From an optimization exercise on the open Yosys and OpenROAD flow, aimed at small area and a short achievable clock period; shortcuts taken in it are not production practice.
Only simulation tests tie the RTL to the original design; equivalence was not proved.
Power figures rest on the tool's default switching activity, not on a simulated workload.

==> design/flow/design.v <==
package core_pkg;
    localparam int xlen   = 32;   
    localparam int rsel_w = 5;    
    localparam logic [6:0] OPC_OP     = 7'b0110011;
    localparam logic [6:0] OPC_OP_IMM = 7'b0010011;
    localparam logic [6:0] OPC_LUI    = 7'b0110111;
    localparam logic [6:0] OPC_AUIPC  = 7'b0010111;
    localparam logic [6:0] OPC_JAL    = 7'b1101111;
    localparam logic [6:0] OPC_JALR   = 7'b1100111;
    localparam logic [6:0] OPC_BRANCH = 7'b1100011;
    localparam logic [6:0] OPC_LOAD   = 7'b0000011;
    localparam logic [6:0] OPC_STORE  = 7'b0100011;
    localparam logic [2:0] F3_ADD_SUB = 3'd0;
    localparam logic [2:0] F3_SLL     = 3'd1;
    localparam logic [2:0] F3_SLT     = 3'd2;
    localparam logic [2:0] F3_SLTU    = 3'd3;
    localparam logic [2:0] F3_XOR     = 3'd4;
    localparam logic [2:0] F3_SRL_SRA = 3'd5;   
    localparam logic [2:0] F3_OR      = 3'd6;
    localparam logic [2:0] F3_AND     = 3'd7;
    localparam logic [2:0] F3_BEQ  = 3'd0;
    localparam logic [2:0] F3_BNE  = 3'd1;
    localparam logic [2:0] F3_BLT  = 3'd4;
    localparam logic [2:0] F3_BGE  = 3'd5;
    localparam logic [2:0] F3_BLTU = 3'd6;
    localparam logic [2:0] F3_BGEU = 3'd7;
    typedef enum logic [3:0] {
        ALU_ADD, ALU_SUB, ALU_SLL, ALU_SLT, ALU_SLTU, ALU_XOR,
        ALU_SRL, ALU_SRA, ALU_OR, ALU_AND, ALU_PASS_B
    } alu_func_t;
    typedef struct packed {
        logic [6:0] funct7; logic [rsel_w-1:0] rs2; logic [rsel_w-1:0] rs1;
        logic [2:0] funct3; logic [rsel_w-1:0] rd;  logic [6:0] opcode;
    } r_fmt_t;
    typedef struct packed {
        logic [11:0] imm_11_0; logic [rsel_w-1:0] rs1; logic [2:0] funct3;
        logic [rsel_w-1:0] rd; logic [6:0] opcode;
    } i_fmt_t;
    typedef struct packed {
        logic [6:0] imm_11_5; logic [rsel_w-1:0] rs2; logic [rsel_w-1:0] rs1;
        logic [2:0] funct3;   logic [4:0] imm_4_0;    logic [6:0] opcode;
    } s_fmt_t;
    typedef struct packed {
        logic imm_12; logic [5:0] imm_10_5; logic [rsel_w-1:0] rs2; logic [rsel_w-1:0] rs1;
        logic [2:0] funct3; logic [3:0] imm_4_1; logic imm_11; logic [6:0] opcode;
    } b_fmt_t;
    typedef struct packed {
        logic [19:0] imm_31_12; logic [rsel_w-1:0] rd; logic [6:0] opcode;
    } u_fmt_t;   
    typedef union packed {
        r_fmt_t r_fmt;
        i_fmt_t i_fmt;
        s_fmt_t s_fmt;
        b_fmt_t b_fmt;
        u_fmt_t u_fmt;
    } instr_u;
    typedef struct packed {
        logic       use_rs1;     
        logic       use_rs2;     
        logic       is_branch;
        logic       is_jal;
        logic       is_jalr;
        logic       is_load;
        logic       is_store;
        logic       reg_write;
        logic       illegal;
        logic [2:0] funct3;
    } dec_op_t;   
    typedef struct packed {
        dec_op_t           dec_op;
        logic [xlen-1:0]   imm;
        logic [xlen-1:0]   rs1data;
        logic [xlen-1:0]   rs2data;
        logic [xlen-1:0]   curr_pc;
        logic [xlen-1:0]   next_pc;
        alu_func_t         funct_alu;
        logic [rsel_w-1:0] rdsel;
    } dec_bundle_t;
    typedef struct packed {
        logic [xlen-1:0]   next_pc;
        logic [xlen-1:0]   alu_out;
        logic [xlen-1:0]   rs2data;
        logic              jump;
        dec_op_t           dec_op;
        logic [rsel_w-1:0] rdsel;
    } ex_result_t;
endpackage
module exec_alu (
    input  logic [31:0] a,
    input  logic [31:0] bx,      
    input  logic        cin,
    input  logic [31:0] shin,    
    input  logic [2:0]  f3,
    input  logic        alt,
    input  logic        arith,   
    input  logic        legal,
    output logic [31:0] alu
);
    logic [31:0] p, g, c, x, y, rev, rest, alu0, alu1;
    logic        cout, left, fill;
    logic        s_add, s_slt, s_sltu, s_xor, s_or, s_and, s_sll, s_sr;
    assign p = a ^ bx;
    assign g = a & bx;
    pfx_carry u_carry (.p(p), .g(g), .cin(cin), .c(c), .cout(cout));
    assign left = f3 == 3'd1;
    assign fill = alt & shin[31] & ~left;
    always_comb
        for (int k = 0; k < 32; k++) x[k] = left ? shin[31-k] : shin[k];
    assign y = $unsigned($signed({fill, x}) >>> bx[4:0]);
    always_comb
        for (int k = 0; k < 32; k++) rev[k] = y[31-k];
    assign s_add  = legal & (~arith | (f3 == 3'd0));
    assign s_slt  = arith & (f3 == 3'd2);
    assign s_sltu = arith & (f3 == 3'd3);
    assign s_xor  = arith & (f3 == 3'd4);
    assign s_or   = arith & (f3 == 3'd6);
    assign s_and  = arith & (f3 == 3'd7);
    assign s_sll  = arith & (f3 == 3'd1);
    assign s_sr   = arith & (f3 == 3'd5);
    assign rest = ({32{s_xor | s_or}} & p) |
                  ({32{s_or | s_and}} & g) |
                  ({32{s_sll}} & rev) |
                  ({32{s_sr}}  & y);
    assign alu1 = ({32{s_add}} & ~p) | rest;
    assign alu0 = ({32{s_add}} &  p) | rest;
    always_comb begin
        for (int k = 1; k < 32; k++) alu[k] = c[k] ? alu1[k] : alu0[k];
        alu[0] = cout ? (alu0[0] ^ (s_add & cin)) | (s_slt & (a[31] ^ bx[31] ^ cin))
                      : (alu0[0] ^ (s_add & cin)) | (s_slt & ~(a[31] ^ bx[31] ^ cin)) | s_sltu;
    end
endmodule
module pfx_carry #(parameter int KIND = 2) (
    input  logic [31:0] p,
    input  logic [31:0] g,
    input  logic        cin,
    output logic [31:0] c,
    output logic        cout
);
    logic [32:0] G, P;   
    logic [32:0] Gn, Pn;
    always_comb begin
        G = {g, cin};
        P = {p, 1'b0};
        if (KIND == 0) begin
            for (int d = 1; d < 33; d = d * 2)
                for (int i = 2 * d - 1; i < 33; i = i + 2 * d) begin
                    G[i] = G[i] | (P[i] & G[i-d]);
                    P[i] = P[i] & P[i-d];
                end
            for (int d = 16; d >= 1; d = d / 2)
                for (int i = 3 * d - 1; i < 33; i = i + 2 * d) begin
                    G[i] = G[i] | (P[i] & G[i-d]);
                    P[i] = P[i] & P[i-d];
                end
        end else if (KIND == 1) begin
            for (int d = 1; d < 33; d = d * 2) begin
                Gn = G; Pn = P;
                for (int i = 0; i < 33; i++)
                    if ((i & d) != 0) begin
                        Gn[i] = G[i] | (P[i] & G[(i & ~(d - 1)) - 1]);
                        Pn[i] = P[i] & P[(i & ~(d - 1)) - 1];
                    end
                G = Gn; P = Pn;
            end
        end else if (KIND == 4) begin
            for (int i = 1; i < 33; i = i + 2) begin
                G[i] = G[i] | (P[i] & G[i-1]);
                P[i] = P[i] & P[i-1];
            end
            for (int d = 2; d < 33; d = d * 2) begin
                Gn = G; Pn = P;
                for (int i = d + 1; i < 33; i = i + 2) begin
                    Gn[i] = G[i] | (P[i] & G[i-d]);
                    Pn[i] = P[i] & P[i-d];
                end
                G = Gn; P = Pn;
            end
            for (int i = 2; i < 33; i = i + 2) begin
                G[i] = G[i] | (P[i] & G[i-1]);
                P[i] = P[i] & P[i-1];
            end
        end else if (KIND == 2) begin
            for (int d = 1; d < 33; d = d * 2) begin
                Gn = G; Pn = P;
                for (int i = d; i < 33; i++) begin
                    Gn[i] = G[i] | (P[i] & G[i-d]);
                    Pn[i] = P[i] & P[i-d];
                end
                G = Gn; P = Pn;
            end
        end
    end
    if (KIND == 3) begin : g_plus
        logic [32:0] t;
        assign t = {1'b0, p} + {g, 1'b0} + {32'd0, cin};
        assign c    = t[31:0] ^ p;
        assign cout = t[32];
    end else begin : g_pfx
        assign c    = G[31:0];
        assign cout = G[32];
    end
endmodule
module branch_comp (
    input  logic [31:0] rs1data,
    input  logic [31:0] rs2data,
    input  logic [2:0]  f3,
    input  logic        is_br,
    input  logic        is_jmp,
    output logic        jump
);
    logic [31:0] e, gt;
    logic        eq, gtu, gts, ltu, lts, cond;
    assign e  = ~(rs1data ^ rs2data);       
    assign gt = rs1data & ~rs2data;         
    logic eq_lo, gt_lo;
    cmp_tree u_tree (.e(e[30:0]), .gt(gt[30:0]), .eq_o(eq_lo), .gt_o(gt_lo));
    assign eq  = eq_lo & e[31];
    assign gtu = gt[31] | (e[31] & gt_lo);
    assign gts = (~rs1data[31] & rs2data[31]) | (e[31] & gt_lo);
    assign ltu = ~gtu & ~eq;
    assign lts = ~gts & ~eq;
    always_comb begin
        case (f3)
            3'd0: cond = eq;
            3'd1: cond = ~eq;
            3'd4: cond = lts;
            3'd5: cond = ~lts;
            3'd6: cond = ltu;
            3'd7: cond = ~ltu;
            default: cond = 1'b0;
        endcase
    end
    assign jump = is_jmp | (is_br & cond);
endmodule
module cmp_tree (
    input  logic [30:0] e,
    input  logic [30:0] gt,
    output logic        eq_o,
    output logic        gt_o
);
    logic [31:0] E, G;
    always_comb begin
        E = {1'b1, e};
        G = {1'b0, gt};
        for (int s = 1; s < 32; s = s * 2)
            for (int i = 0; i + s < 32; i = i + 2 * s) begin
                G[i] = G[i+s] | (E[i+s] & G[i]);
                E[i] = E[i+s] & E[i];
            end
    end
    assign eq_o = E[0];
    assign gt_o = G[0];
endmodule
module rv_decoder (
    input  core_pkg::instr_u          instr,
    input  logic [core_pkg::xlen-1:0] rs2data,
    output logic                      is_op,
    output logic                      is_opi,
    output logic                      is_lui,
    output logic                      is_auipc,
    output logic                      is_jal,
    output logic                      is_jalr,
    output logic                      is_br,
    output logic                      is_ld,
    output logic                      is_st,
    output logic                      sel_rs1,   
    output logic                      sel_pc,    
    output logic                      sub,       
    output logic [31:0]               bx         
);
    logic [31:0] i;
    logic        q;
    logic [4:0]  o;
    logic [2:0]  f3;
    logic        fi, fs, fb, fu, fj, sel_rs2, sub_r, sub_i;
    logic        rp, rn, ip, in_;   
    assign i  = instr;
    assign q  = i[1:0] == 2'b11;
    assign o  = i[6:2];
    assign f3 = i[14:12];
    assign is_op    = q & (o == 5'b01100);
    assign is_opi   = q & (o == 5'b00100);
    assign is_lui   = q & (o == 5'b01101);
    assign is_auipc = q & (o == 5'b00101);
    assign is_jal   = q & (o == 5'b11011);
    assign is_jalr  = q & (o == 5'b11001);
    assign is_br    = q & (o == 5'b11000);
    assign is_ld    = q & (o == 5'b00000);
    assign is_st    = q & (o == 5'b01000);
    assign sel_rs1 = (~o[0] & ~o[4]) | (o[4] & o[0] & ~o[1]);
    assign sel_pc  = (o[4] & (o[1] | ~o[0])) | (~o[4] & o[0] & ~o[3]);
    assign sel_rs2 = o[3] & o[2] & ~o[0];
    assign fu = o[0] & ~o[4];
    assign fj = o[0] & o[4] & o[1];
    assign fi = (o[0] & o[4] & ~o[1]) | (~o[0] & ~o[4] & ~o[3]);
    assign fs = ~o[0] & ~o[4] & o[3] & ~o[2];
    assign fb = ~o[0] & o[4];
    assign sub_r = ((f3 == 3'd0) & i[30]) | (f3[2:1] == 2'b01);
    assign sub_i = o[2] & (f3[2:1] == 2'b01);
    assign rp  = sel_rs2 & ~sub_r;
    assign rn  = sel_rs2 & sub_r;
    assign ip  = fi & ~sub_i;
    assign in_ = fi & sub_i;
    assign sub = rn | in_;
    always_comb begin
        for (int k = 0; k < 32; k++) begin
            logic src_i;    
            logic src_o;    
            logic t_o;      
            logic src_x;    
            logic t_x;
            src_i = (k < 11) ? i[20 + k] : i[31];
            src_o = 1'b0; t_o = 1'b0; src_x = 1'b0; t_x = 1'b0;
            if (k == 0) begin
                src_x = i[7];  t_x = fs;
            end else if (k < 5) begin
                t_o = fj;      src_o = i[20 + k];
                src_x = i[7 + k]; t_x = fs | fb;
            end else if (k < 11) begin
                t_o = fs | fb | fj; src_o = i[20 + k];
            end else if (k == 11) begin
                t_o = fs;      src_o = i[31];
                src_x = 1'b0;  t_x = 1'b0;
            end else if (k < 20) begin
                t_o = fs | fb; src_o = i[31];
                src_x = i[k];  t_x = fu | fj;
            end else if (k < 31) begin
                t_o = fs | fb | fj; src_o = i[31];
                src_x = i[k];  t_x = fu;
            end else begin
                t_o = fs | fb | fj | fu; src_o = i[31];
            end
            bx[k] = (rp & rs2data[k]) | (rn & ~rs2data[k]) |
                    (ip & src_i) | (in_ & ~src_i) | (t_o & src_o) | (t_x & src_x);
        end
        bx[11] = bx[11] | (fb & i[7]) | (fj & i[20]);
    end
endmodule
module execute_stage (
    input  core_pkg::instr_u          instr,
    input  logic [core_pkg::xlen-1:0] pc,
    input  logic [core_pkg::xlen-1:0] rs1data,
    input  logic [core_pkg::xlen-1:0] rs2data,
    output core_pkg::ex_result_t      res_d
);
    logic        is_op, is_opi, is_lui, is_auipc, is_jal, is_jalr, is_br, is_ld, is_st;
    logic        sel_rs1, sel_pc, sub;
    logic        arith, legal, wr;
    logic [2:0]  f3;
    logic [31:0] a, bx, alu;
    logic [31:0] nxt;
    logic        jump;
    logic [11:0] dec_op;
    rv_decoder u_dec (
        .instr    (instr),
        .rs2data  (rs2data),
        .is_op    (is_op),
        .is_opi   (is_opi),
        .is_lui   (is_lui),
        .is_auipc (is_auipc),
        .is_jal   (is_jal),
        .is_jalr  (is_jalr),
        .is_br    (is_br),
        .is_ld    (is_ld),
        .is_st    (is_st),
        .sel_rs1  (sel_rs1),
        .sel_pc   (sel_pc),
        .sub      (sub),
        .bx       (bx)
    );
    assign f3    = instr[14:12];
    assign arith = is_op | is_opi;
    assign legal = arith | is_lui | is_auipc | is_jal | is_jalr | is_br | is_ld | is_st;
    assign wr    = legal & ~is_br & ~is_st;
    assign a = ({32{sel_rs1}} & rs1data) | ({32{sel_pc}} & pc);
    exec_alu u_alu (
        .a     (a),
        .bx    (bx),
        .cin   (sub),
        .shin  (rs1data),
        .f3    (f3),
        .alt   (instr[30]),
        .arith (arith),
        .legal (legal),
        .alu   (alu)
    );
    branch_comp u_cmp (
        .rs1data (rs1data),
        .rs2data (rs2data),
        .f3      (f3),
        .is_br   (is_br),
        .is_jmp  (is_jal | is_jalr),
        .jump    (jump)
    );
    inc30 u_inc (.a(pc[31:2]), .y(nxt[31:2]));
    assign nxt[1:0] = pc[1:0];
    assign dec_op = {arith | is_jalr | is_ld | is_st,           
                     is_op,                                      
                     is_br, is_jal, is_jalr, is_ld, is_st,
                     wr,                                         
                     ~legal,                                     
                     f3 & {3{legal}}};
    assign res_d = {nxt, alu, rs2data, jump, dec_op, instr[11:7] & {5{wr}}};
endmodule
module inc30 (
    input  logic [29:0] a,
    output logic [29:0] y
);
    logic [29:0] c;   
    logic [30:0] P;   
    always_comb begin
        P = {a, 1'b1};
        for (int s = 1; s < 31; s = s * 2)
            for (int i = 2 * s - 1; i < 31; i = i + 2 * s)
                P[i] = P[i] & P[i-s];
        for (int s = 16; s >= 1; s = s / 2)
            for (int i = 3 * s - 1; i < 31; i = i + 2 * s)
                P[i] = P[i] & P[i-s];
    end
    assign c = P[29:0];
    assign y = a ^ c;
endmodule
module exec_top (
    input  logic                      clk,
    input  logic                      rst_n,
    input  logic                      in_valid,
    input  core_pkg::instr_u          instr,
    input  logic [core_pkg::xlen-1:0] pc,
    input  logic [core_pkg::xlen-1:0] rs1data,
    input  logic [core_pkg::xlen-1:0] rs2data,
    output core_pkg::ex_result_t      result,
    output logic                      out_valid
);
    core_pkg::ex_result_t res_d;
    execute_stage u_exec (
        .instr   (instr),
        .pc      (pc),
        .rs1data (rs1data),
        .rs2data (rs2data),
        .res_d   (res_d)
    );
    always_ff @(posedge clk or negedge rst_n) begin
        if (!rst_n)
            result <= '0;
        else if (in_valid)
            result <= res_d;   
    end
    always_ff @(posedge clk or negedge rst_n) begin
        if (!rst_n)
            out_valid <= 1'b0;
        else
            out_valid <= in_valid;   
    end
endmodule
==> design/flow/flow/run.sh <==
#!/bin/bash
# Standard ORFS layout, except that ports are buffered with a small buffer
# (sky130_fd_sc_hd__buf_1) in place of ORFS's default choice.
set -euo pipefail
export BUFFER_PORTS_ARGS="-buffer_cell sky130_fd_sc_hd__buf_1"
bash standard.sh > standard_flow.log 2>&1
==> design/flow/standard.sh <==
#!/bin/bash
# synth_recipe.tcl (not shown) runs the flow's synth.tcl, then flattens the netlist and writes it again
# the make line also repeats each setting of config.mk as NAME=value (left out here)
make -C /OpenROAD-flow-scripts/flow DESIGN_CONFIG=/design/flow/config.mk WORK_HOME=/design/flow/orfs CLKGATE_MAP_FILE= SYNTH_SCRIPT=/design/flow/synth_recipe.tcl "${@:-finish}"
==> design/flow/config.mk <==
export PLATFORM = sky130hd
export DESIGN_NAME = exec_top
export DESIGN_NICKNAME = exec_top
export VERILOG_FILES = /design/flow/design.v
export SDC_FILE = /design/flow/constraint.sdc
export NUM_CORES = 4
export LEC_CHECK = 0
export CAP_MARGIN = 20
export CORE_MARGIN = 2
export CORE_UTILIZATION = 40
export SETUP_SLACK_MARGIN = 2.5
export SLEW_MARGIN = 20
==> design/flow/constraint.sdc <==
create_clock -name core_clock -period 7.0 [get_ports {clk}]
set_input_delay 1.4000 -clock core_clock [delete_from_list [all_inputs] [get_ports {clk}]]
set_output_delay 1.4000 -clock core_clock [all_outputs]
set_load 0.01 [all_outputs]
==> results of run 1 <==
-- layout make-up --
cell class | count | area (um2) | share of cell area
Inverter | 58 | 236 | 0.0155
Multi-Input combinational cell | 1173 | 9230 | 0.603
Sequential cell | 115 | 2880 | 0.188
Timing Repair Buffer | 349 | 1830 | 0.120
Tap cell | 390 | 488 | 0.0319
Timing Repair inverter | 1 | 8.76 | 0.000573
Clock buffer | 17 | 425 | 0.0278
Antenna cell | 2 | 5.00 | 0.000327
Clock inverter | 15 | 195 | 0.0128
-- report_power, final --
group	switching (mW)	internal, mW	leakage (nW)
clock	0.406	0.571	0.298
sequential	0.0364	0.723	1.39
combinational	0.876	0.549	4.70
-- sequential cells by signal, summed over array words and instances (netlist names) --
register	flops
result	114
out_valid	1
-- worst register-to-register path: stages (launching register included) --
cell and delay [ps]:
dfrtp_1 390, nor2_1 170, a31oi_2 70
-- synthesized netlist by cell type, drive strengths merged (16+ instances only) --
cell	number	area [um2]
buf	26	126
and2	16	100
a31oi	19	119
nand2	124	465
ha	79	988
a21o	33	248
nand4	16	100
dfrtp	115	2880
nand3	58	290
o21ai	80	404
mux2i	51	510
clkbuf	73	275
a221oi	27	262
a22oi	26	195
a211oi	18	145
a22o	43	377
a21oi	112	561
inv	57	216
and3	19	119
xnor2	63	559
mux2	65	732
nor3	21	105
nor2	120	472
-- layer usage --
metal  track usage  routed length, um
met5             0                 13
met4         0.197               3470
met3        0.0986               6360
met2         0.565              25400
met1         0.495              24000
-- final timing paths --
path / start / to / slack (ps) / cells after the start
min reg2reg: result[63]$_DFFE_PN0P_ / result[63]$_DFFE_PN0P_ / 490 / 1
max reg2reg: result[69]$_DFFE_PN0P_ / result[69]$_DFFE_PN0P_ / 6230 / 2
max in group asynchronous: rst_n / result[7]$_DFFE_PN0P_ / 4490 / 2
min in group asynchronous: rst_n / result[13]$_DFFE_PN0P_ / 1050 / 1
min: result[63]$_DFFE_PN0P_ / result[63]$_DFFE_PN0P_ / 490 / 1
max: instr[14] / result[80]$_DFFE_PN0P_ / 2380 / 20
-- metrics by stage --
step	hold slack [ps]	cell area (um2)
after CTS	490	14700
after detailed placement	476	13400
after global placement	459	13400
after global routing	509	15300
after floorplan	516	12100
final	486	15300
-- kinds of logic after synthesis --
family                   count (synthesis)  synth area share
AO/OA/AOI/OAI                          473             0.278
AND/OR/NAND/NOR                        421             0.165
buffers and inverters                  157            0.0522
multiplexers                           128             0.127
flip-flops                             115             0.241
adder cells (fa/ha/maj)                 79            0.0829
XOR/XNOR                                71            0.0528
-- timing repair --
action / in CTS / in global routing
pin swaps: 31 / 25
setup buffers: 37 / 25
gates resized for setup: 94 / 65
endpoints found under the setup margin: 32 / 28
cloned: 3 / 1
==> flow_summary.yaml, run 1 <==
timing:
  slew_violations: 0
  fin_setup_tns_ps: 0
  fin_crit_sh: 0.661
  finClkSkew_ps: 0
  hold_viol: 0
  rsz0062_at_grt: "yes"
  fin_ws_ps: 2380
  setup_viol: 0
  fin_crit_ps: 4620
  worstMarginPinSlew_ps: 893
  slew_headroom: 0.404
  max_clock_freq_ghz: 0.216
cts:
  cts_tree: "done"
  cts_htree_levels: 4
  cts_root_buf: "clkbuf_16"
  cts_sinks: 115
  clock_latency_ps: 440
  clkTransAtPathRegs_ps: 60
  cts_hold_buf: 0
  clk_path_buf_depth: 2
  cts-buffers-inserted: 17
die:
  num_rows: 63
  die_w_um: 177
  io_pins: 246
  chipHeight_um: 177
  die_area_um2: 31200
  core_um2: 29500
  initial_utilization: 0.404
grt:
  grt_pass1_vias: 13256
  grt_start_max_net_pins: 70
  overflow: 0
  grt.total_usage: 0.376
  grt_first_pass_wirelength_um: 86600
  antenna_found_initial: 1
routing:
  vias: 13931
  drtIter0Drc: 1901
  drc_errors: 0
  wire_per_inst_um: 27.9
  wl_um: 59200
  firstDrtPassIters: 8
  vias_per_cell: 6.57
  drt.antenna.violating_nets: 0
final_layout:
  fillers: 2901
  final_common_cell: "buf_1"
  fin_nets: 1925
  final_layout_size_suffix_gt1_frac: 0.209
  final_cell_mix: "237 x buf_1, 122 x nand2_1, 115 x dfrtp_1"
  area_delta_synth_final_pct: 28.3
  fin_util: 0.519
  finalNonFillerCells: 2120
synth:
  synth-seq-area-share: 0.241
  synth_edf_count: 0
  synth.distinct_cells: 81
  syn_avg_cell_area_um2: 8.26
  syn_inst: 1444
  syn_area_um2: 11900
  synth_nets: 1654
  async_flop_share: 1.00
  yosysWarnings: 7
  ys_ff_latch: 115
  ys_dominant_reg_cell: "dfrtp_1"
setup_path:
  path_cells: "clkbuf_4, buf_12, and3b_2, xnor2_2, nor2_2, a21oi_2, buf_4, clkdlybuf4s15_2, o211ai_1, ha_4, a21o_1, a21o_1, a21oi_2, and3_4, o22ai_4, buf_4, or3_1, a21oi_2, a211oi_2, a21oi_1"
  crit_buf_inv: 5
  path_delay_family: "compound AO/OA/AOI/OAI gates"
  cp.arrival_ps: 5000
  crit_type: "input pin to flip-flop"
  slowest_delay_ps: 380
  critPathLaunchType: "input pin"
  endpoint_kind: "flip-flop"
  crit_slowest_cell: "and3b_2"
  cp_max_fo: 7
  required_ps: 7370
  crit_path_frequent_cell: "a21oi_2"
placed_design:
  place_inst: 2020
  gp_congestion: 1.02
  dp_hpwl_um: 45000
  place_ws_ps: 846
  port_buffers: 245
outcome:
  outcome: "complete, no violations"
power:
  p_leak_nw: 6.39
  vdd_drop_max_mv: 0.154
  powerDensity_nw_per_um2: 207
  total_power_mw: 3.16
worst_hold_path:
  worstHoldPathType: "flip-flop to flip-flop"
run:
  maxCapViolCount: 0
==> run 2: changes to the inputs <==
--- a/design/flow/config.mk
+++ b/design/flow/config.mk
@@ -8,5 +8,6 @@
 export CAP_MARGIN = 20
 export CORE_MARGIN = 2
 export CORE_UTILIZATION = 40
+export CTS_BUF_LIST = sky130_fd_sc_hd__clkbuf_8
 export SETUP_SLACK_MARGIN = 2.5
 export SLEW_MARGIN = 20
==> run 2 against run 1 <==
  * Largest power group unchanged
  * Final cell count fell by 0.66%
  * Clock-buffer cell count did not move
  * Critical path depth fell by 1
  * Global-route usage fell by 0.064 points
  * Flip-flop and latch count did not move
  * Critical endpoint is now result[65]$_DFFE_PN0P_
  * Combinational power fell by 3%
  * Clock power fell by 24%
  * Still clean on timing, DRC and antenna
  * Die area did not move
  * Non-clock buffer count fell by 12
  * Register-to-register slack barely moved
  * Cell area fell by 3.1%
  * First-iteration DRC count rose by 6.7%
==> flow_summary.yaml, run 2 <==
outcome:
  outcome: "complete, no violations"
final_layout:
  seqCellArea_um2: 2880
  stdcell_area_um2: 14800
  final_common_cell: "buf_1"
  fin_nets: 1913
  final_layout_size_suffix_gt1_frac: 0.189
  fillers: 2964
  area_delta_synth_final_pct: 24.3
  n_antenna_cell: 0
  final_cell_mix: "237 x buf_1, 124 x nand2_1, 115 x dfrtp_1"
  regMostFlops: "result"
  multi_input_area_um2: 9050
  biggestRegsByFlops: "result x114, out_valid x1"
  largest_reg_flops: 114
routing:
  vias_per_cell: 6.48
  drtIter0Drc: 2028
  wl_um: 58600
  wire_per_inst_um: 27.8
  drc_errors: 0
  drt.antenna.violating_nets: 0
  firstDrtPassIters: 6
  vias: 13653
die:
  die_w_um: 177
  num_rows: 63
  core_um2: 29500
  io_pins: 246
  die_area_um2: 31200
  chipHeight_um: 177
  initial_utilization: 0.404
synth:
  async_flop_share: 1.00
  syn_avg_cell_area_um2: 8.26
  yosysWarnings: 7
  synthMostInstantiatedCell: "nand2_1"
  synth-seq-area-share: 0.241
  synth.distinct_cells: 81
  synthMuxAreaShare: 0.127
  synth_top_family_by_area: "compound AO/OA/AOI/OAI gates"
  ys_ff_latch: 115
  synthAdderAreaFrac: 0.0829
  synth.top_cells.by_count: "124 x nand2_1, 117 x nor2_1, 115 x dfrtp_1"
  syn_area_um2: 11900
  synth_xor_area_frac: 0.0528
  synthSimpleGateAreaFrac: 0.165
  synth_nets: 1654
  synth_edf_count: 0
  synth_top_cell_by_area: "dfrtp_1"
  synth_top_area_frac: 0.241
  synth_compound_area_frac: 0.278
  ys_dominant_reg_cell: "dfrtp_1"
  synthTopCellsByArea: "dfrtp_1 24%, ha_1 8.3%, mux2_2 6.1%"
  syn_inst: 1444
cts:
  clock_latency_ps: 480
  cts_root_buf: "clkbuf_8"
  cts_tree: "done"
  cts-buffers-inserted: 17
  clkTransAtPathRegs_ps: 80
  cts_htree_levels: 4
  clk_path_buf_depth: 2
  cts_sinks: 115
placed_design:
  placed_cell_area_um2: 13400
  port_buffers: 245
  dp_hpwl_um: 45000
  gp_congestion: 1.02
  place_ws_ps: 846
setup_path:
  cp_max_fo: 5
  r2r_slack_ps: 6230
  endpoint_kind: "flip-flop"
  ff2ff_path_depth: 1
  r2r_start: "result[85]$_DFFE_PN0P_"
  cp.arrival_ps: 4990
  r2r-end: "result[85]$_DFFE_PN0P_"
  crit_type: "input pin to flip-flop"
  crit_start: "instr[3]"
  required_ps: 7410
  critPathLaunchType: "input pin"
timing:
  finClkSkew_ps: 0
  max_clock_freq_ghz: 0.218
  hold_viol: 0
  rsz0062_at_grt: "yes"
  setup_viol: 0
  fin_crit_ps: 4580
  slew_headroom: 0.330
  worstMarginPinSlew_ps: 995
  fin_crit_sh: 0.654
  slew_violations: 0
  fin_ws_ps: 2420
  fin_setup_tns_ps: 0
power:
  total_power_mw: 2.88
  swShare: 0.442
  comb_power_share: 0.479
  p_clk_frac: 0.258
  switching_power_mw: 1.27
  vdd_drop_max_mv: 0.108
  p_leak_nw: 6.21
  powerDensity_nw_per_um2: 194
  intPower_mw: 1.61
  p_seq_frac: 0.263
grt:
  grt_first_pass_wirelength_um: 86400
  grt.total_usage: 0.375
  overflow: 0
  grt_pass1_vias: 13175
  grt_start_max_net_pins: 70
  antenna_found_initial: 0
worst_hold_path:
  worstHoldPathType: "flip-flop to flip-flop"
  hp-start: "result[63]$_DFFE_PN0P_"
  min_to: "result[63]$_DFFE_PN0P_"
  worst_hold_path.num_cells: 1
run:
  maxCapViolCount: 0
==> run 2: cell count changes in the layout (fill, tap and decap cells not counted), moves of 3 or more <==
cell and delta:
a221oi_2 -3, clkbuf_16 -17, ha_2 +3, clkbuf_8 +17, buf_4 -10, a21oi_1 +5
a31oi_2 -3, a21oi_2 -5, ha_4 -5
==> run 2: kinds of logic (layout without fill, tap and decap cells) <==
logic type / after synthesis / after routing
flip-flops: 115 / 115
adder cells (fa/ha/maj): 79 / 79
multiplexers: 128 / 128
AO/OA/AOI/OAI: 473 / 473
XOR/XNOR: 71 / 71
AND/OR/NAND/NOR: 421 / 422
buffers and inverters: 157 / 428
==> run 2: final cells by class <==
type / instances / share of cell area
multi-input cells: 1173 / 0.611
flip-flops and latches: 115 / 0.194
repair buffers: 337 / 0.117
well taps: 390 / 0.0329
inverters: 58 / 0.0160
clock buffers: 17 / 0.0158
clock inverters: 15 / 0.0132
repair inverters: 1 / 0.000591
==> run 2: worst max-delay path by stage <==
stage	to	cells after the start	slack (ps)
final	result[65]$_DFFE_PN0P_	19	2420
after global routing	result[79]$_DFFE_PN0P_	18	2310
after CTS	result[76]$_DFFE_PN0P_	19	2470
after detailed placement	result[76]$_DFFE_PN0P_	15	850
after global placement	result[76]$_DFFE_PN0P_	15	820
after floorplan	result[75]$_DFFE_PN0P_	18	1880
==> run 2: per-stage QoR <==
stage	hold WS (ps)	instances	utilization
after floorplan	516	1444	-
after global placement	459	2020	0.454
after detailed placement	476	2020	0.454
after CTS	495	2092	0.492
after global routing	514	2106	0.503
final	494	2106	0.503
==> run 2: repair_timing <==
action | 4_1_cts | 5_1_grt
endpoints found under the setup margin | 32 | 23
gates cloned | 3 | 0
gates resized for setup | 83 | 39
pin swaps | 28 | 23
buffers inserted | 37 | 14
hold buffers | 0 | 0
==> run 2: layer usage <==
metal / global-route usage / up-vias / part of all wire
met3: 0.0956 / 179 / 0.11
met4: 0.185 / 0 / 0.056
met2: 0.564 / 921 / 0.43
met1: 0.500 / 6577 / 0.41
li1: - / 5976 / -
met5: 0 / - / 0
==> run 2: worst max-delay path, cell delays in order <==
cell and delay [ps]:
buf_1 90, buf_6 120, and3b_2 240, or2_4 260, a221o_2 420, nor2_8 200
inv_12 50, ha_4 250, a21oi_2 140, o221ai_2 130, nor3_2 180, buf_4 170
a211oi_2 50, a211o_1 340, buf_4 160, xnor2_1 110, o21ai_0 380, a21oi_1 140
a21oi_1 150
==> run 2: power by group through the flow <==
stage                     combinational [mW]  sequential (mW)  clock (mW)
final                                   1.38            0.759       0.742
after floorplan                        0.751            0.793           0
after CTS                               1.29            0.758       0.743
after global placement                  1.20            0.769           0
after global routing                    1.46            0.766       0.771
after detailed placement                1.20            0.770           0
==> run 3: changes to the inputs <==
--- a/design/flow/design.v
+++ b/design/flow/design.v
@@ -406,19 +406,10 @@
     input  logic [29:0] a,
     output logic [29:0] y
 );
-    logic [29:0] c;   
-    logic [30:0] P;   
-    always_comb begin
-        P = {a, 1'b1};
-        for (int s = 1; s < 31; s = s * 2)
-            for (int i = 2 * s - 1; i < 31; i = i + 2 * s)
-                P[i] = P[i] & P[i-s];
-        for (int s = 16; s >= 1; s = s / 2)
-            for (int i = 3 * s - 1; i < 31; i = i + 2 * s)
-                P[i] = P[i] & P[i-s];
+    assign y[0] = ~a[0];
+    for (genvar i = 1; i < 30; i++) begin : g_bit
+        assign y[i] = a[i] ^ (&a[i-1:0]);
     end
-    assign c = P[29:0];
-    assign y = a ^ c;
 endmodule
 module exec_top (
     input  logic                      clk,
==> design/flow/flow/run.sh (replaced) <==
#!/bin/bash
# Standard ORFS layout (the standard.sh) with two changes:
#  - ports are buffered with sky130_fd_sc_hd__buf_1 in place of ORFS's default choice;
#  - the don't-use list is the platform's own (first 36 names of flow/dont_use.txt)
#    plus slow multi-input cells (or3/or4, and4, nand4/nor4, a2111/o2111, a311/o311,
#    a41/o41, a32/o32, a221o, o221a, a211o, o211a, a222oi, mux4, ...), so that
#    synthesis and repair build paths from simpler, faster gates.
# make's whole output goes to standard_flow.log; ORFS keeps each step's log under orfs/logs.
set -euo pipefail
export BUFFER_PORTS_ARGS="-buffer_cell sky130_fd_sc_hd__buf_1"
dont_use="$(tr '\n' ' ' < flow/dont_use.txt)"
bash standard.sh "DONT_USE_CELLS=$dont_use" finish > standard_flow.log 2>&1
==> design/flow/flow/dont_use.txt (new file) <==
sky130_fd_sc_hd__probe_p_8
sky130_fd_sc_hd__probec_p_8
sky130_fd_sc_hd__lpflow_bleeder_1
sky130_fd_sc_hd__lpflow_clkbufkapwr_1
sky130_fd_sc_hd__lpflow_clkbufkapwr_16
sky130_fd_sc_hd__lpflow_clkbufkapwr_2
sky130_fd_sc_hd__lpflow_clkbufkapwr_4
sky130_fd_sc_hd__lpflow_clkbufkapwr_8
sky130_fd_sc_hd__lpflow_clkinvkapwr_1
sky130_fd_sc_hd__lpflow_clkinvkapwr_16
sky130_fd_sc_hd__lpflow_clkinvkapwr_2
sky130_fd_sc_hd__lpflow_clkinvkapwr_4
sky130_fd_sc_hd__lpflow_clkinvkapwr_8
sky130_fd_sc_hd__lpflow_decapkapwr_12
sky130_fd_sc_hd__lpflow_decapkapwr_3
sky130_fd_sc_hd__lpflow_decapkapwr_4
sky130_fd_sc_hd__lpflow_decapkapwr_6
sky130_fd_sc_hd__lpflow_decapkapwr_8
sky130_fd_sc_hd__lpflow_inputiso0n_1
sky130_fd_sc_hd__lpflow_inputiso0p_1
sky130_fd_sc_hd__lpflow_inputiso1n_1
sky130_fd_sc_hd__lpflow_inputiso1p_1
sky130_fd_sc_hd__lpflow_inputisolatch_1
sky130_fd_sc_hd__lpflow_isobufsrc_1
sky130_fd_sc_hd__lpflow_isobufsrc_16
sky130_fd_sc_hd__lpflow_isobufsrc_2
sky130_fd_sc_hd__lpflow_isobufsrc_4
sky130_fd_sc_hd__lpflow_isobufsrc_8
sky130_fd_sc_hd__lpflow_isobufsrckapwr_16
sky130_fd_sc_hd__lpflow_lsbuf_lh_hl_isowell_tap_1
sky130_fd_sc_hd__lpflow_lsbuf_lh_hl_isowell_tap_2
sky130_fd_sc_hd__lpflow_lsbuf_lh_hl_isowell_tap_4
sky130_fd_sc_hd__lpflow_lsbuf_lh_isowell_4
sky130_fd_sc_hd__lpflow_lsbuf_lh_isowell_tap_1
sky130_fd_sc_hd__lpflow_lsbuf_lh_isowell_tap_2
sky130_fd_sc_hd__lpflow_lsbuf_lh_isowell_tap_4
sky130_fd_sc_hd__a2111o_1
sky130_fd_sc_hd__a2111o_2
sky130_fd_sc_hd__a2111o_4
sky130_fd_sc_hd__a2111oi_0
sky130_fd_sc_hd__a2111oi_1
sky130_fd_sc_hd__a2111oi_2
sky130_fd_sc_hd__a2111oi_4
sky130_fd_sc_hd__a211o_1
sky130_fd_sc_hd__a211o_2
sky130_fd_sc_hd__a211o_4
sky130_fd_sc_hd__a21bo_1
sky130_fd_sc_hd__a21bo_2
sky130_fd_sc_hd__a21bo_4
sky130_fd_sc_hd__a221o_1
sky130_fd_sc_hd__a221o_2
sky130_fd_sc_hd__a221o_4
sky130_fd_sc_hd__a222oi_1
sky130_fd_sc_hd__a2bb2o_1
sky130_fd_sc_hd__a2bb2o_2
sky130_fd_sc_hd__a2bb2o_4
sky130_fd_sc_hd__a311o_1
sky130_fd_sc_hd__a311o_2
sky130_fd_sc_hd__a311o_4
sky130_fd_sc_hd__a311oi_1
sky130_fd_sc_hd__a311oi_2
sky130_fd_sc_hd__a311oi_4
sky130_fd_sc_hd__a32o_1
sky130_fd_sc_hd__a32o_2
sky130_fd_sc_hd__a32o_4
sky130_fd_sc_hd__a32oi_1
sky130_fd_sc_hd__a32oi_2
sky130_fd_sc_hd__a32oi_4
sky130_fd_sc_hd__a41o_1
sky130_fd_sc_hd__a41o_2
sky130_fd_sc_hd__a41o_4
sky130_fd_sc_hd__a41oi_1
sky130_fd_sc_hd__a41oi_2
sky130_fd_sc_hd__a41oi_4
sky130_fd_sc_hd__and4_1
sky130_fd_sc_hd__and4_2
sky130_fd_sc_hd__and4_4
sky130_fd_sc_hd__and4b_1
sky130_fd_sc_hd__and4b_2
sky130_fd_sc_hd__and4b_4
sky130_fd_sc_hd__and4bb_1
sky130_fd_sc_hd__and4bb_2
sky130_fd_sc_hd__and4bb_4
sky130_fd_sc_hd__mux4_1
sky130_fd_sc_hd__mux4_2
sky130_fd_sc_hd__mux4_4
sky130_fd_sc_hd__nand4_1
sky130_fd_sc_hd__nand4_2
sky130_fd_sc_hd__nand4_4
sky130_fd_sc_hd__nand4b_1
sky130_fd_sc_hd__nand4b_2
sky130_fd_sc_hd__nand4b_4
sky130_fd_sc_hd__nand4bb_1
sky130_fd_sc_hd__nand4bb_2
sky130_fd_sc_hd__nand4bb_4
sky130_fd_sc_hd__nor4_1
sky130_fd_sc_hd__nor4_2
sky130_fd_sc_hd__nor4_4
sky130_fd_sc_hd__nor4b_1
sky130_fd_sc_hd__nor4b_2
sky130_fd_sc_hd__nor4b_4
sky130_fd_sc_hd__nor4bb_1
sky130_fd_sc_hd__nor4bb_2
sky130_fd_sc_hd__nor4bb_4
sky130_fd_sc_hd__o2111a_1
sky130_fd_sc_hd__o2111a_2
sky130_fd_sc_hd__o2111a_4
sky130_fd_sc_hd__o2111ai_1
sky130_fd_sc_hd__o2111ai_2
sky130_fd_sc_hd__o2111ai_4
sky130_fd_sc_hd__o211a_1
sky130_fd_sc_hd__o211a_2
sky130_fd_sc_hd__o211a_4
sky130_fd_sc_hd__o21ba_1
sky130_fd_sc_hd__o21ba_2
sky130_fd_sc_hd__o21ba_4
sky130_fd_sc_hd__o221a_1
sky130_fd_sc_hd__o221a_2
sky130_fd_sc_hd__o221a_4
sky130_fd_sc_hd__o2bb2a_1
sky130_fd_sc_hd__o2bb2a_2
sky130_fd_sc_hd__o2bb2a_4
sky130_fd_sc_hd__o311a_1
sky130_fd_sc_hd__o311a_2
sky130_fd_sc_hd__o311a_4
sky130_fd_sc_hd__o311ai_0
sky130_fd_sc_hd__o311ai_1
sky130_fd_sc_hd__o311ai_2
sky130_fd_sc_hd__o311ai_4
sky130_fd_sc_hd__o32a_1
sky130_fd_sc_hd__o32a_2
sky130_fd_sc_hd__o32a_4
sky130_fd_sc_hd__o32ai_1
sky130_fd_sc_hd__o32ai_2
sky130_fd_sc_hd__o32ai_4
sky130_fd_sc_hd__o41a_1
sky130_fd_sc_hd__o41a_2
sky130_fd_sc_hd__o41a_4
sky130_fd_sc_hd__o41ai_1
sky130_fd_sc_hd__o41ai_2
sky130_fd_sc_hd__o41ai_4
sky130_fd_sc_hd__or3_1
sky130_fd_sc_hd__or3_2
sky130_fd_sc_hd__or3_4
sky130_fd_sc_hd__or3b_1
sky130_fd_sc_hd__or3b_2
sky130_fd_sc_hd__or3b_4
sky130_fd_sc_hd__or4_1
sky130_fd_sc_hd__or4_2
sky130_fd_sc_hd__or4_4
sky130_fd_sc_hd__or4b_1
sky130_fd_sc_hd__or4b_2
sky130_fd_sc_hd__or4b_4
sky130_fd_sc_hd__or4bb_1
sky130_fd_sc_hd__or4bb_2
sky130_fd_sc_hd__or4bb_4
==> run 3 against run 2 <==
  * Utilization fell by 0.70 points
  * Worst hold slack got worse by 0.76 ps
  * Combinational power shrank 4%
  * Global-route usage shrank 1.6 points
  * Non-clock buffer count is 15 lower
  * Critical path depth fell by 3
  * Clock-buffer cell count is 1 higher
  * Clock skew unchanged
  * Flip-flop and latch count is the same
  * First-iteration DRC count shrank 17%
  * Die area grew 0.67%
  * Critical endpoint is now result[79]$_DFFE_PN0P_
  * Highest routed layer unchanged
==> flow_summary.yaml, run 3 <==
synth:
  ys_dominant_reg_cell: "dfrtp_1"
  synth_top_area_frac: 0.240
  syn_avg_cell_area_um2: 7.82
  yosysWarnings: 6
  synth-seq-area-share: 0.240
  async_flop_share: 1.00
  syn_area_um2: 12000
  synthMostInstantiatedCell: "nand2_1"
  syn_inst: 1536
  synth_nets: 1737
  synth.top_cells.by_count: "176 x nand2_1, 128 x nor2_1, 115 x dfrtp_1"
  synth.distinct_cells: 67
  synth_top_cell_by_area: "dfrtp_1"
  synth_edf_count: 0
  synthTopCellsByArea: "dfrtp_1 24%, ha_1 7.3%, nand2_1 5.5%"
  ys_ff_latch: 115
grt:
  overflow: 0
  grt_pass1_vias: 12824
  grt_start_max_net_pins: 63
  grt_first_pass_wirelength_um: 83400
  antenna_found_initial: 1
  grt.total_usage: 0.360
power:
  intPower_mw: 1.58
  vdd_drop_max_mv: 0.131
  switching_power_mw: 1.21
  comb_power_share: 0.477
  p_leak_nw: 6.16
  p_clk_frac: 0.251
  powerDensity_nw_per_um2: 190
  p_seq_frac: 0.272
  swShare: 0.434
setup_path:
  endpoint_kind: "flip-flop"
  crit_start: "instr[2]"
  required_ps: 7330
  r2r-end: "result[79]$_DFFE_PN0P_"
  r2r_start: "result[79]$_DFFE_PN0P_"
  r2r_slack_ps: 6130
  cp_max_fo: 17
  critPathLaunchType: "input pin"
  ff2ff_path_depth: 2
  cp.arrival_ps: 4860
  endpoint: "result[79]$_DFFE_PN0P_"
  crit_type: "input pin to flip-flop"
routing:
  vias_per_cell: 6.28
  top_layer: "met4"
  met1_length_um: 23600
  wl_um: 57000
  drtIter0Drc: 1682
  wire_per_inst_um: 26.1
  drc_errors: 0
  drt.antenna.violating_nets: 0
  vias: 13733
  met3WireLength_um: 5130
  dr_wl_met2_um: 25400
  firstDrtPassIters: 8
cts:
  cts_tree: "done"
  clk_path_buf_depth: 2
  cts_root_buf: "clkbuf_8"
  clock_latency_ps: 480
  cts_htree_levels: 4
  cts-buffers-inserted: 17
  clkTransAtPathRegs_ps: 80
  cts_sinks: 115
  cts_hold_buf: 0
timing:
  finClkSkew_ps: 0
  setup_viol: 0
  hold_viol: 0
  max_clock_freq_ghz: 0.221
  fin_crit_ps: 4530
  slew_headroom: 0.417
  worstMarginPinSlew_ps: 850
  slew_violations: 0
  fin_crit_sh: 0.647
  rsz0062_at_grt: "yes"
  fin_setup_tns_ps: 0
final_layout:
  seqCellArea_um2: 2880
  fillers: 3011
  final_common_cell: "buf_1"
  fin_nets: 1984
  biggestRegsByFlops: "result x114, out_valid x1"
  final_cell_mix: "236 x buf_1, 172 x nand2_1, 121 x nor2_1"
  area_delta_synth_final_pct: 22.0
  largest_reg_flops: 114
  fin_util: 0.496
  regMostFlops: "result"
  final_layout_size_suffix_gt1_frac: 0.164
  multi_input_area_um2: 8980
worst_hold_path:
  worstHoldPathType: "flip-flop to flip-flop"
die:
  num_rows: 63
  initial_utilization: 0.406
  die_area_um2: 31400
  io_pins: 246
  core_um2: 29600
  chipHeight_um: 177
  die_w_um: 177
outcome:
  outcome: "complete, no violations"
placed_design:
  gp_congestion: 1.00
  dp_hpwl_um: 43000
  port_buffers: 245
run:
  maxCapViolCount: 0
-- run 3: changes by cell type in the layout (fill, tap and decap cells not counted), moves of 12 or more --
cell	previous run	this run
nand2_1	124	172
nand3_1	56	82
nor3_1	16	38
nand4_1	16	0
o211ai_1	8	24
a31oi_1	17	31
o21ai_0	60	74
a221o_1	13	0
o21ai_1	13	26
mux2_2	65	53
mux4_2	12	0
-- run 3: kinds of logic after synthesis --
kind of cell | after synthesis | synth area share
AOI/OAI and AO/OA | 495 | 0.279
xor gates and xnor gates | 74 | 0.0546
adders and majority gates | 70 | 0.0730
buffers and inverters | 163 | 0.0588
DFF | 115 | 0.240
muxes | 116 | 0.104
and+or+nand+nor | 503 | 0.191
-- run 3: final cells by class --
type,instances,share of cell area
multi-input cells,1258,0.613
flip-flops and latches,115,0.196
repair buffers,322,0.111
well taps,390,0.0333
inverters,69,0.0182
clock buffers,18,0.0169
clock inverters,14,0.0112
diodes,2,0.000342
-- run 3: what timing repair did --
action	CTS	global route
setup buffers	15	21
setup endpoints to repair	30	24
cloned	2	0
gates resized for setup	40	69
pin swaps	10	36
-- run 3: critical path, stage by stage --
cell	delay (ps)
buf_4	190
nor3_4	290
o21bai_4	220
nand3_4	180
o221ai_1	330
ha_2	360
o21ai_0	90
o21ai_1	100
a221oi_2	400
o21ai_4	170
a31o_4	290
buf_4	130
a22oi_2	150
xnor2_1	100
a221oi_1	310
o22ai_1	120
-- run 3: how the worst min path moves through the flow --
stage,to,start,depth (start not counted)
final,result[84]$_DFFE_PN0P_,result[84]$_DFFE_PN0P_,2
after global routing,result[9]$_DFFE_PN0P_,result[9]$_DFFE_PN0P_,1
after CTS,result[6]$_DFFE_PN0P_,result[6]$_DFFE_PN0P_,1
after detailed placement,result[84]$_DFFE_PN0P_,result[84]$_DFFE_PN0P_,2
after global placement,result[84]$_DFFE_PN0P_,result[84]$_DFFE_PN0P_,2
after floorplan,result[84]$_DFFE_PN0P_,result[84]$_DFFE_PN0P_,2
-- run 3: power by group through the flow --
stage	sequential [mW]	clock [mW]	combinational, mW
floorplan	0.795	0	0.742
finish	0.759	0.701	1.33
global route	0.766	0.736	1.42
detailed placement	0.771	0	1.17
global placement	0.770	0	1.17
CTS	0.759	0.708	1.22
-- run 3: layer usage --
layer	vias up	GRT usage
met5	-	0
met4	0	0.171
met3	157	0.0786
met2	776	0.556
met1	6641	0.476
li1	6159	-
-- run 3: metrics by stage --
step	instance area [um2]	power, mW	hold WS (ps)	setup slack (ps)	cells
global placement	13400	1.94	467	1190	2116
detailed placement	13400	1.94	477	1200	2116
CTS	14200	2.68	495	2470	2165
global route	14600	2.92	510	2450	2186
floorplan	12200	1.54	519	2390	1536
finish	14700	2.79	494	2470	2188
==> run 4: changes to the inputs <==
--- a/design/flow/config.mk
+++ b/design/flow/config.mk
@@ -9,5 +9,5 @@
 export CORE_MARGIN = 2
 export CORE_UTILIZATION = 40
 export CTS_BUF_LIST = sky130_fd_sc_hd__clkbuf_8
-export SETUP_SLACK_MARGIN = 2.5
+export SETUP_SLACK_MARGIN = 2.75
 export SLEW_MARGIN = 20
==> run 4 against run 3 <==
  * Critical path type unchanged
  * Die area unchanged
  * Sequential power about the same
  * Clock skew unchanged
  * Highest routed layer is now met5
  * Critical endpoint is now result[50]$_DFFE_PN0P_
  * Global-route usage down 0.55 points
==> flow_summary.yaml, run 4 <==
outcome:
  outcome: "complete, no violations"
cts:
  cts_sinks: 115
  cts_htree_levels: 4
  clock_latency_ps: 480
  clk_path_buf_depth: 2
  cts_tree: "done"
  cts_root_buf: "clkbuf_8"
  cts_hold_buf: 0
  cts-buffers-inserted: 17
  clkTransAtPathRegs_ps: 80
die:
  initial_utilization: 0.406
  num_rows: 63
  io_pins: 246
  chipHeight_um: 177
  core_um2: 29600
  die_area_um2: 31400
  die_w_um: 177
synth:
  synth_nets: 1737
  syn_avg_cell_area_um2: 7.82
  synth.top_cells.by_count: "176 x nand2_1, 128 x nor2_1, 115 x dfrtp_1"
  ys_dominant_reg_cell: "dfrtp_1"
  synth-seq-area-share: 0.240
  yosysWarnings: 6
  synth_top_area_frac: 0.240
  syn_area_um2: 12000
  synth_edf_count: 0
  ys_ff_latch: 115
  synth_top_cell_by_area: "dfrtp_1"
  synth.distinct_cells: 67
  async_flop_share: 1.00
  synthMostInstantiatedCell: "nand2_1"
  synthTopCellsByArea: "dfrtp_1 24%, ha_1 7.3%, nand2_1 5.5%"
  syn_inst: 1536
timing:
  whs_ps: 491
  fin_crit_ps: 4360
  slew_headroom: 0.364
  setup_viol: 0
  rsz0062_at_grt: "yes"
  worstMarginPinSlew_ps: 951
  fin_setup_tns_ps: 0
  slew_violations: 0
  fin_crit_sh: 0.623
  finClkSkew_ps: 0
  hold_viol: 0
  max_clock_freq_ghz: 0.229
setup_path:
  required_ps: 7400
  critPathLaunchType: "input pin"
  r2r_slack_ps: 6170
  path_cells: "buf_1, nand2b_4, a21oi_4, buf_4, bufbuf_16, xnor2_1, a22oi_2, nand2_1, ha_1, a21o_1, a21oi_1, o211ai_1, a31oi_2, o21ai_1, and2_4, nor3b_2, a221oi_2, a31oi_1"
  slowest_delay_ps: 390
  crit_type: "input pin to flip-flop"
  endpoint_kind: "flip-flop"
  cp_max_fo: 14
  crit_slowest_cell: "ha_1"
  cp.arrival_ps: 4760
grt:
  overflow: 0
  grt-busiest-layer: "met2"
  antenna_found_initial: 3
  met1_usage: 0.462
  grt.total_usage: 0.354
  grt_pass1_vias: 13110
  grt_use_met3: 0.0833
  use_met2: 0.545
  grt_first_pass_wirelength_um: 82600
  grt_start_max_net_pins: 82
placed_design:
  placed_cell_area_um2: 13400
  port_buffers: 245
  dp_hpwl_um: 41900
  gp_congestion: 1.01
run:
  maxCapViolCount: 0
worst_hold_path:
  worstHoldPathType: "flip-flop to flip-flop"
final_layout:
  final_cell_mix: "235 x buf_1, 172 x nand2_1, 120 x nor2_1"
  stdcell_area_um2: 15100
  final_common_cell: "buf_1"
  area_delta_synth_final_pct: 25.8
  regMostFlops: "result"
  fillers: 2911
  seqCellArea_um2: 2880
  biggestRegsByFlops: "result x114, out_valid x1"
  final_layout_size_suffix_gt1_frac: 0.195
  multi_input_area_um2: 9250
  fin_util: 0.511
  fin_nets: 2002
  largest_reg_flops: 114
routing:
  drc_errors: 0
  vias_per_cell: 6.30
  drt.antenna.violating_nets: 0
  drtIter0Drc: 1517
  vias: 13903
  firstDrtPassIters: 6
  wire_per_inst_um: 25.5
  wl_um: 56300
power:
  powerDensity_nw_per_um2: 187
  p_leak_nw: 6.31
  vdd_drop_max_mv: 0.101
==> run 4: path summary, 6_finish.rpt <==
check,startpoint,to,depth (start not counted)
worst min register to register,result[9]$_DFFE_PN0P_,result[9]$_DFFE_PN0P_,1
max in group asynchronous,rst_n,result[104]$_DFFE_PN0P_,2
min in group asynchronous,rst_n,result[20]$_DFFE_PN0P_,1
worst max register to register,result[79]$_DFFE_PN0P_,result[79]$_DFFE_PN0P_,2
worst min-delay path,result[9]$_DFFE_PN0P_,result[9]$_DFFE_PN0P_,1
worst max-delay path,instr[12],result[50]$_DFFE_PN0P_,18
==> run 4: kinds of logic (layout without fill, tap and decap cells) <==
logic type,after synthesis,in the layout,share of synthesized area
compound gates,495,495,0.279
xor+xnor,74,74,0.0546
fa+ha+maj,70,70,0.0730
buf+inv,163,440,0.0588
flops,115,115,0.240
mux,116,116,0.104
other cells,0,2,0
simple gates,503,504,0.191
==> run 4: critical path: cells and delay by family <==
kind                     cells  cell delay (ps)
AO/OA/AOI/OAI                9             1600
XOR/XNOR                     1               80
AND/OR/NAND/NOR              4              710
adder cells (fa/ha/maj)      1              390
buffers and inverters        3              560
==> run 4: stage by stage <==
step                      power, mW  std cells  worst slack (ps)
after detailed placement       1.93       2109              1080
final                          2.82       2206              2640
after global placement         1.93       2109              1160
after global routing           2.94       2204              2550
after floorplan                1.55       1536              2390
after CTS                      2.69       2183              2750
==> run 4: what timing repair did <==
item                       4_1_cts  5_1_grt
setup endpoints to repair       32       34
cloned                           3        1
setup buffers                   39       20
pin swaps                       37       55
resized for setup               98       81
==> run 4: layout make-up <==
| type | instances | share of cell area |
|---|---|---|
| multi-input cells | 1259 | 0.613 |
| flip-flops and latches | 115 | 0.191 |
| repair buffers | 338 | 0.119 |
| well taps | 390 | 0.0323 |
| inverters | 69 | 0.0181 |
| clock buffers | 19 | 0.0173 |
| clock inverters | 13 | 0.00886 |
| repair inverters | 1 | 0.000580 |
| diodes | 2 | 0.000331 |
==> run 4: report_power, final <==
group | internal (mW) | switching, mW
registers | 0.723 | 0.0358
logic | 0.534 | 0.864
clock network | 0.334 | 0.331
total | 1.59 | 1.23
==> run 4: per-layer routing <==
layer  up-vias  part of all wire  wire length [um]
met1      6676              0.40             22600
met5         -            0.0011                60
met3       195              0.10              5640
met2       828              0.44             24800
met4         6             0.057              3200
li1       6198                 -                 -
==> run 5: changes to the inputs <==
--- a/design/flow/design.v
+++ b/design/flow/design.v
@@ -94,6 +94,8 @@
     input  logic        alt,
     input  logic        arith,   
     input  logic        legal,
+    input  logic        ltu,     
+    input  logic        lts,
     output logic [31:0] alu
 );
     logic [31:0] p, g, c, x, y, rev, rest, alu0, alu1;
@@ -125,8 +127,7 @@
     assign alu0 = ({32{s_add}} &  p) | rest;
     always_comb begin
         for (int k = 1; k < 32; k++) alu[k] = c[k] ? alu1[k] : alu0[k];
-        alu[0] = cout ? (alu0[0] ^ (s_add & cin)) | (s_slt & (a[31] ^ bx[31] ^ cin))
-                      : (alu0[0] ^ (s_add & cin)) | (s_slt & ~(a[31] ^ bx[31] ^ cin)) | s_sltu;
+        alu[0] = (alu0[0] ^ (s_add & cin)) | (s_slt & lts) | (s_sltu & ltu);
     end
 endmodule
 module pfx_carry #(parameter int KIND = 2) (
@@ -203,20 +204,26 @@
 module branch_comp (
     input  logic [31:0] rs1data,
     input  logic [31:0] rs2data,
+    input  logic [31:0] imm_i,    
+    input  logic        use_imm,
     input  logic [2:0]  f3,
     input  logic        is_br,
     input  logic        is_jmp,
-    output logic        jump
+    output logic        jump,
+    output logic        ltu,      
+    output logic        lts       
 );
+    logic [31:0] cb;
     logic [31:0] e, gt;
-    logic        eq, gtu, gts, ltu, lts, cond;
-    assign e  = ~(rs1data ^ rs2data);       
-    assign gt = rs1data & ~rs2data;         
+    logic        eq, gtu, gts, cond;
+    assign cb = use_imm ? imm_i : rs2data;
+    assign e  = ~(rs1data ^ cb);            
+    assign gt = rs1data & ~cb;              
     logic eq_lo, gt_lo;
     cmp_tree u_tree (.e(e[30:0]), .gt(gt[30:0]), .eq_o(eq_lo), .gt_o(gt_lo));
     assign eq  = eq_lo & e[31];
     assign gtu = gt[31] | (e[31] & gt_lo);
-    assign gts = (~rs1data[31] & rs2data[31]) | (e[31] & gt_lo);
+    assign gts = (~rs1data[31] & cb[31]) | (e[31] & gt_lo);
     assign ltu = ~gtu & ~eq;
     assign lts = ~gts & ~eq;
     always_comb begin
@@ -295,8 +302,8 @@
     assign fi = (o[0] & o[4] & ~o[1]) | (~o[0] & ~o[4] & ~o[3]);
     assign fs = ~o[0] & ~o[4] & o[3] & ~o[2];
     assign fb = ~o[0] & o[4];
-    assign sub_r = ((f3 == 3'd0) & i[30]) | (f3[2:1] == 2'b01);
-    assign sub_i = o[2] & (f3[2:1] == 2'b01);
+    assign sub_r = (f3 == 3'd0) & i[30];
+    assign sub_i = 1'b0;
     assign rp  = sel_rs2 & ~sub_r;
     assign rn  = sel_rs2 & sub_r;
     assign ip  = fi & ~sub_i;
@@ -349,7 +356,7 @@
     logic [2:0]  f3;
     logic [31:0] a, bx, alu;
     logic [31:0] nxt;
-    logic        jump;
+    logic        jump, ltu, lts;
     logic [11:0] dec_op;
     rv_decoder u_dec (
         .instr    (instr),
@@ -382,11 +389,17 @@
         .alt   (instr[30]),
         .arith (arith),
         .legal (legal),
+        .ltu   (ltu),
+        .lts   (lts),
         .alu   (alu)
     );
     branch_comp u_cmp (
         .rs1data (rs1data),
         .rs2data (rs2data),
+        .imm_i   ({{20{instr[31]}}, instr[31:20]}),
+        .use_imm (~instr[5] & instr[4]),   
+        .ltu     (ltu),
+        .lts     (lts),
         .f3      (f3),
         .is_br   (is_br),
         .is_jmp  (is_jal | is_jalr),
--- a/design/flow/config.mk
+++ b/design/flow/config.mk
@@ -9,5 +9,5 @@
 export CORE_MARGIN = 2
 export CORE_UTILIZATION = 40
 export CTS_BUF_LIST = sky130_fd_sc_hd__clkbuf_8
-export SETUP_SLACK_MARGIN = 2.75
+export SETUP_SLACK_MARGIN = 2.5
 export SLEW_MARGIN = 20
==> run 5 against run 4 <==
  * Global-route usage down 3.3 points
  * Critical endpoint is now result[80]$_DFFE_PN0P_
  * Critical path depth up 2
  * Final cell count down 7.8%
  * Largest power group unchanged
  * Synthesized cell count down 10%
  * Critical path type unchanged
  * Non-clock buffer count down 13
  * Highest routed layer is now met4
  * Area after synthesis down 2.9%
==> flow_summary.yaml, run 5 <==
synth:
  synth_edf_count: 0
  synth_nets: 1583
  synth-seq-area-share: 0.247
  synth_compound_area_frac: 0.244
  async_flop_share: 1.00
  synth_xor_area_frac: 0.0518
  syn_avg_cell_area_um2: 8.44
  ys_ff_latch: 115
  synth_top_area_frac: 0.247
  syn_area_um2: 11700
  synth_top_cell_by_area: "dfrtp_1"
  synthTopCellsByArea: "dfrtp_1 25%, mux2i_1 12%, ha_1 7.5%"
  synth.top_cells.by_count: "136 x mux2i_1, 123 x a21oi_1, 119 x nand2_1"
  synth.distinct_cells: 69
  synthMuxAreaShare: 0.190
  ys_dominant_reg_cell: "dfrtp_1"
  syn_inst: 1382
  synthMostInstantiatedCell: "mux2i_1"
  synth_top_family_by_area: "compound AO/OA/AOI/OAI gates"
  synthSimpleGateAreaFrac: 0.142
  synthAdderAreaFrac: 0.0751
  yosysWarnings: 6
routing:
  drc_errors: 0
  firstDrtPassIters: 6
  drt.antenna.violating_nets: 0
  vias_per_cell: 6.14
  vias: 12492
  wl_um: 51000
  wire_per_inst_um: 25.1
  drtIter0Drc: 1249
cts:
  clkTransAtPathRegs_ps: 80
  cts_tree: "done"
  cts_sinks: 115
  clock_latency_ps: 480
  cts_htree_levels: 4
  cts_root_buf: "clkbuf_8"
  cts-buffers-inserted: 17
  cts_hold_buf: 0
  clk_path_buf_depth: 2
timing:
  rsz0062_at_grt: "yes"
  fin_setup_tns_ps: 0
  slew_headroom: 0.223
  worstMarginPinSlew_ps: 1160
  max_clock_freq_ghz: 0.224
  whs_ps: 483
  fin_crit_ps: 4460
  setup_viol: 0
  slew_violations: 0
  finClkSkew_ps: 0
  hold_viol: 0
  fin_crit_sh: 0.638
run:
  maxCapViolCount: 0
die:
  io_pins: 246
  core_um2: 28700
  num_rows: 62
  chipHeight_um: 175
  initial_utilization: 0.406
  die_area_um2: 30500
  die_w_um: 175
final_layout:
  fin_nets: 1837
  final_common_cell: "buf_1"
  largest_reg_flops: 114
  regMostFlops: "result"
  n_antenna_cell: 0
  biggestRegsByFlops: "result x114, out_valid x1"
  final_layout_size_suffix_gt1_frac: 0.175
  stdcell_area_um2: 14300
  area_delta_synth_final_pct: 22.6
  fin_util: 0.498
  fillers: 2833
  final_cell_mix: "236 x buf_1, 136 x mux2i_1, 116 x nand2_1"
power:
  p_seq_frac: 0.286
  switching_power_mw: 1.09
  swShare: 0.413
  p_clk_frac: 0.265
  p_leak_nw: 5.93
  vdd_drop_max_mv: 0.137
  comb_power_share: 0.448
  intPower_mw: 1.55
  powerDensity_nw_per_um2: 184
setup_path:
  critPathLaunchType: "input pin"
  cp_max_fo: 8
  required_ps: 7380
  crit_type: "input pin to flip-flop"
  endpoint_kind: "flip-flop"
  cp.arrival_ps: 4840
grt:
  grt_first_pass_wirelength_um: 73300
  grt_pass1_vias: 11696
  grt_start_max_net_pins: 66
  overflow: 0
  antenna_found_initial: 0
  grt.total_usage: 0.321
placed_design:
  dp_hpwl_um: 38900
  port_buffers: 245
  gp_congestion: 0.981
  placed_cell_area_um2: 12900
outcome:
  outcome: "complete, no violations"
worst_hold_path:
  worstHoldPathType: "flip-flop to flip-flop"
-- run 5: changes by cell type after synthesis, moves of 18 or more --
cell | before | now
a21oi_1 | 105 | 123
inv_1 | 63 | 25
mux2i_1 | 59 | 136
nand2_1 | 176 | 119
nand3_1 | 84 | 39
nor3_1 | 41 | 23
o21ai_1 | 24 | 6
-- run 5: cell type report --
class,count,area (um2),area share
clock inverters,14,178,0.0124
repair inverters,2,17.5,0.00123
well taps,384,480,0.0336
inverters,30,159,0.0111
repair buffers,325,1680,0.117
flip-flops and latches,115,2880,0.201
clock buffers,18,248,0.0173
multi-input cells,1145,8660,0.606
-- run 5: power by group through the flow --
stage                     combinational [mW]  sequential [mW]  clock [mW]
final                                   1.18            0.754       0.700
after global routing                    1.26            0.761       0.738
after CTS                               1.07            0.754       0.713
after detailed placement                1.05            0.766           0
after global placement                  1.05            0.765           0
after floorplan                        0.684            0.788           0
-- run 5: critical path, stage by stage --
cell      delay (ps)
buf_6            120
nor3_4           290
buf_4            170
nand2_4           70
buf_4            150
xnor2_1          110
a22oi_1          180
nand2_1          130
ha_4             270
a21oi_1          170
o21ai_2          100
a221oi_4         310
nor3b_2          220
o21a_2           210
o31ai_4           70
a21oi_2          180
nand2b_4         160
mux2i_1          210
o221ai_1         140
o21a_1           150
-- run 5: layer usage --
metal | vias to the layer above | wire, um | part of all wire | track usage
li1 | 5629 | - | - | -
met1 | 6043 | 20600 | 0.40 | 0.414
met2 | 698 | 23000 | 0.45 | 0.504
met3 | 122 | 5130 | 0.10 | 0.0901
met4 | 0 | 2270 | 0.044 | 0.134
met5 | - | 0 | 0 | 0
-- run 5: kinds of logic (layout without fill, tap and decap cells) --
logic type	after synthesis	count (layout)
AND/OR/NAND/NOR	365	367
multiplexers	210	210
adder cells (fa/ha/maj)	70	70
buffers and inverters	124	389
XOR/XNOR	69	69
flip-flops	115	115
AO/OA/AOI/OAI	429	429
-- run 5: through the flow --
step	setup WS [ps]	instances	total power [mW]
floorplan	2360	1382	1.47
global placement	1350	1940	1.81
detailed placement	1160	1940	1.81
CTS	2400	1983	2.54
global route	2350	2033	2.75
finish	2540	2033	2.64
-- run 5: path summary, 6_finish.rpt --
path | slack, ps | to | startpoint | depth (start not counted)
setup / recovery | 2540 | result[80]$_DFFE_PN0P_ | instr[12] | 20
hold / removal | 480 | result[53]$_DFFE_PN0P_ | result[53]$_DFFE_PN0P_ | 1
setup reg to reg | 6140 | result[78]$_DFFE_PN0P_ | result[78]$_DFFE_PN0P_ | 2
hold reg to reg | 480 | result[53]$_DFFE_PN0P_ | result[53]$_DFFE_PN0P_ | 1
max in group asynchronous | 4670 | result[40]$_DFFE_PN0P_ | rst_n | 2
min in group asynchronous | 1060 | out_valid$_DFF_PN0_ | rst_n | 1
-- run 5: what timing repair did --
item                                    in CTS  in global routing
endpoints found under the setup margin      33                 30
pin swaps                                    5                 29
resized for setup                           27                 81
cloned                                       1                  5
buffers inserted                            10                 45

[afterwards: timing with drivers on the ports]
No port has a modelled driver above. Below, the same layouts with a new extraction and two added sets of constraints. Step 1 assumes that a clkbuf_16 drives the clock port and a buf_2 every other input. Step 2 adds t to the input delays and takes it off the output delays; t is the mean of the earliest and latest rising clock arrival at the registers after step 1. Input paths then give back, and output paths get back, about the clock's delay inside the block. a / b / c = no drivers / after step 1 / after step 2; a / b = the first two.
run	shift t [ns]	setup slack, ns	worst setup path at the end	worst register clock-pin slew, ns
run 1	0.497	2.376 / 2.403 / 1.906	input to register	0.08 / 0.08
run 2	0.534	2.422 / 2.436 / 1.901	input to register	0.12 / 0.12
run 3	0.526	2.473 / 2.490 / 1.964	input to register	0.11 / 0.11
run 4	0.522	2.638 / 2.656 / 2.134	input to register	0.09 / 0.09
run 5	0.522	2.537 / 2.549 / 2.027	input to register	0.09 / 0.09
After both steps every run listed still meets setup and hold. The setup slack of run 2, which loses most, moves by +0.014 ns with the drivers and by -0.521 ns with both steps.
